This design comes from an exercise in tuning for small area on the open sky130 flow, not from production work.
RTL that was checked went through simulation tests only; none was proved equivalent to the original.

## complex_butterfly_bfp
module complex_butterfly_bfp #(
  parameter int IWL1    = 16,
  parameter int IWL2    = 16,
  parameter int OWL     = 16,
  parameter int LATENCY = 4,
  parameter int EXPW    = 5
) (
  input  logic            clk,
  input  logic            rst,
  input  logic            strb_in,
  input  logic [1:0]      mode,
  input  logic [IWL1-1:0] din1_re,
  input  logic [IWL1-1:0] din1_im,
  input  logic [IWL2-1:0] din2_re,
  input  logic [IWL2-1:0] din2_im,
  input  logic [IWL1-1:0] din3_re,
  input  logic [IWL1-1:0] din3_im,
  input  logic            stage_clr,
  input  logic            frame_start,
  output logic [OWL-1:0]  dout1_re,
  output logic [OWL-1:0]  dout1_im,
  output logic [OWL-1:0]  dout2_re,
  output logic [OWL-1:0]  dout2_im,
  output logic            strb_out,
  output logic            sat_out,
  output logic            grow,
  output logic [EXPW-1:0] blk_exp,
  output logic            busy,
  output logic            clr_err
);
Size: roughly 280 flip-flops, roughly 180 I/O pins, about 29000 um2 of cells after synthesis.
clock: 11.0 ns
lec_check: 0
abc_area: 1
cap_margin: 0
core_margin: 2
core_utilization: 70
slew_margin: 0
synth_hierarchical: 1
synth_minimum_keep_size: 0
standard.sh (not shown) runs the stock make flow with config.mk's settings and CLKGATE_MAP_FILE= SYNTH_SCRIPT=/design/flow/synth_recipe.tcl, a recipe that flattens the netlist after the stock synthesis.
==> flow/flow/run.sh <==
#!/bin/bash
# The standard ORFS layout (standard.sh) with these changes:
#  - synthesis is the standard flow's own script, except that ABC maps with area-oriented scripts
#    (flow/abc_leaf.script and flow/abc_area.script, hooked in by flow/abc_override.tcl);
#  - the ports are buffered with the platform's smallest buffer (buf_1) instead of the
#    delay buffer that buffer_ports picks by default;
#  - clock tree synthesis clusters the flip-flops into groups of at most 10 driven by clkbuf_4
#    and inserts no dummy loads.
set -euo pipefail
W=$(pwd)
export BUFFER_PORTS_ARGS="-buffer_cell sky130_fd_sc_hd__buf_1"
export CTS_ARGS="-sink_clustering_enable -repair_clock_nets -dont_use_dummy_load -sink_clustering_size 10 -sink_clustering_max_diameter 30 -buf_list sky130_fd_sc_hd__clkbuf_4"
export MY_ABC_SCRIPT=$W/flow/abc_area.script
export MY_ABC_LEAF_SCRIPT=$W/flow/abc_leaf.script
{ head -n 1 synth_recipe.tcl; cat flow/abc_override.tcl; tail -n +2 synth_recipe.tcl; } > area_synth.tcl
sed "s#SYNTH_SCRIPT=[^ ]*#SYNTH_SCRIPT=$W/area_synth.tcl#" standard.sh > area_synth.sh
bash area_synth.sh synth > synth_flow.log 2>&1
bash standard.sh > standard_flow.log 2>&1
==> flow/flow/abc_area.script <==
strash
dc2
dch -f
map -a
mfs2
strash
dch -f
map -a
topo
stime -c
==> flow/flow/abc_leaf.script <==
strash
dc2
dch -f
amap
==> flow/flow/abc_override.tcl <==
# Inserted into the standard flow's synthesis script (synth_recipe.tcl) after its first line. Only the
# final ABC technology mapping changes: the small gate modules (bao22, bao222n, bnand2) are
# mapped first with flow/abc_leaf.script (ABC's area mapper amap), then the rest of the design
# with flow/abc_area.script (area-oriented map). Everything else, including the flip-flop
# mapping, stays as in the standard flow's synthesis.
rename synth ::synth_recipe
proc synth {args} {
  ::synth_recipe {*}$args
  if { [info commands ::orig_abc] eq "" } {
    rename ::abc ::orig_abc
    proc ::abc {args} {
      set i [lsearch -exact $args -script]
      if { $i >= 0 } {
        set leaf [lreplace $args $i [expr {$i + 1}] -script $::env(MY_ABC_LEAF_SCRIPT)]
        puts "abc with flow/abc_leaf.script: $leaf bao22 bao222n bnand2"
        ::orig_abc {*}$leaf bao22 bao222n bnand2
        set args [lreplace $args $i [expr {$i + 1}] -script $::env(MY_ABC_SCRIPT)]
      }
      puts "abc with flow/abc_area.script: $args"
      ::orig_abc {*}$args
    }
  }
}
==> next run, changes <==
--- a/flow/design.v
+++ b/flow/design.v
@@ -29,19 +29,17 @@
   output logic            clr_err
 );
   logic        auto_sh, auto_sh_new, clr_acc, grow_hit;
   logic [1:0]  sh_in, sh1;
   logic [3:0]  vld;
   logic [15:0] b_re, b_im, w_re, w_im;
   logic [16:0] q_re_d, q_im_d, q_re, q_im;
-  logic [16:0] a_re, a_im;
+  logic [15:0] a_re, a_im;
   logic        ld4, hold4;
   logic [64:0] w4_d;
-  logic [16:0] ap_re_d, ap_im_d;
-  logic        r0_in, r1_in;
   logic [64:0] w2, w3, w3b, w4;
   assign b_re = din1_re;
   assign b_im = din1_im;
   assign w_re = din2_re;
   assign w_im = din2_im;
   logic one1;
   logic two2;
@@ -3631,30 +3629,29 @@
   assign q_im_d = {sum2056, sum2055, sum2054, sum2053, sum2052, sum2051, sum2050, sum2049, sum2048, sum2047, sum2046, sum2045, sum2044, sum2043, sum2042, sum2041, sum2040};
   assign clr_acc = stage_clr && !busy;
   always_comb begin
     auto_sh_new = auto_sh;
     if (frame_start)  auto_sh_new = 1'b0;
     else if (clr_acc) auto_sh_new = grow;
     sh_in = (mode == 2'd3) ? {1'b0, auto_sh_new} : mode;
-    r0_in = sh_in == 2'd1;
-    r1_in = sh_in == 2'd2;
   end
-  binc u_inc_re (.a(din3_re), .r0(r0_in), .r1(r1_in), .ap(ap_re_d));
-  binc u_inc_im (.a(din3_im), .r0(r0_in), .r1(r1_in), .ap(ap_im_d));
   always_ff @(posedge clk) begin
     q_re  <= q_re_d;
     q_im  <= q_im_d;
-    a_re  <= ap_re_d;
-    a_im  <= ap_im_d;
+    a_re  <= din3_re;
+    a_im  <= din3_im;
     sh1   <= sh_in;
   end
   logic [17:0] s1r, s1i, s2r, s2i;
   logic [16:0] f1r, f1i, f2r, f2i;
-  bsum u_sum_re (.ap(a_re), .q(q_re), .s1(s1r), .s2(s2r));
-  bsum u_sum_im (.ap(a_im), .q(q_im), .s1(s1i), .s2(s2i));
+  logic        r0, r1;
+  assign r0 = sh1 == 2'd1;
+  assign r1 = sh1 == 2'd2;
+  bsum u_sum_re (.a(a_re), .q(q_re), .r0(r0), .r1(r1), .s1(s1r), .s2(s2r));
+  bsum u_sum_im (.a(a_im), .q(q_im), .r0(r0), .r1(r1), .s1(s1i), .s2(s2i));
   bscale u_sc1r (.s(s1r), .sh(sh1), .f(f1r));
   bscale u_sc1i (.s(s1i), .sh(sh1), .f(f1i));
   bscale u_sc2r (.s(s2r), .sh(sh1), .f(f2r));
   bscale u_sc2i (.s(s2i), .sh(sh1), .f(f2i));
   always_comb begin
     w2  = {f1r[16] | f1i[16] | f2r[16] | f2i[16], f1r[15:0], f1i[15:0], f2r[15:0], f2i[15:0]};
   end
@@ -3693,35 +3690,31 @@
         if (grow && (blk_exp != '1)) blk_exp <= blk_exp + 5'd1;
       end
       if (strb_out && grow_hit) grow <= 1'b1;
       if (frame_start) blk_exp <= '0;
     end
   end
 endmodule
-module binc (
+module bsum (
   input  logic [15:0] a,
+  input  logic [16:0] q,
   input  logic        r0,
   input  logic        r1,
-  output logic [16:0] ap
+  output logic [17:0] s1,
+  output logic [17:0] s2
 );
+  logic [16:0] ap;
   logic [16:0] ci;
+  logic [17:0] qx, nq, c1, c2;
   assign ap[0] = a[0] ^ r0;
   assign ci[1] = (a[0] & r0) | r1;
   for (genvar k = 1; k < 16; k++) begin : g_inc
     bha u_ha (.a(a[k]), .b(ci[k]), .s(ap[k]), .co(ci[k+1]));
   end
   assign ap[16] = a[15] ^ ci[16];
-endmodule
-module bsum (
-  input  logic [16:0] ap,
-  input  logic [16:0] q,
-  output logic [17:0] s1,
-  output logic [17:0] s2
-);
-  logic [17:0] qx, nq, c1, c2;
   assign qx = {q[16], q};
   assign nq = ~qx;
   assign s1[0] = ap[0] ^ qx[0];
   assign c1[1] = ap[0] & qx[0];
   assign s2[0] = ap[0] ^ qx[0];
   assign c2[1] = ap[0] | nq[0];
   for (genvar k = 1; k < 17; k++) begin : g_add
Effect: Final area barely changes. Global-route usage decreases by 2.6 points. Setup slack is worse by 0.39 ns. Sequential share of layout area is lower by 0.11 points. Non-clock buffer count shrinks by 1. Routed wire length drops by 5.3%. Cell count hardly moves. Via count drops by 0.78%.
No functional check of the RTL was part of the first run of this note.

[port drivers added, routing unchanged]
No port has a modelled driver above. Below, the same layouts with a new extraction and two added sets of constraints.
Step 1 sets driving cells, clkbuf_16 on the clock port and buf_2 on the other inputs (assumed; they add their load-dependent delay and slew).
Step 2 adds t to the input delays and takes it off the output delays; t is the mean of the earliest and latest rising clock arrival at the registers after step 1. Input paths then give back, and output paths get back, about the clock's delay inside the block.
Three values: ideal, step 1, step 2; two values: the first two.
run | t, ns | setup WS [ns] | cell pins on the clock port's net
the first run | 0.629 | 1.119 / 1.120 / 0.492 | 1
the second run | 0.655 | 0.725 / 0.725 / 0.725 | 1
After both steps every run listed still meets setup and hold. For the first run, which loses most, drivers alone change the setup slack by +0.001 ns; drivers and shift together by -0.627 ns.
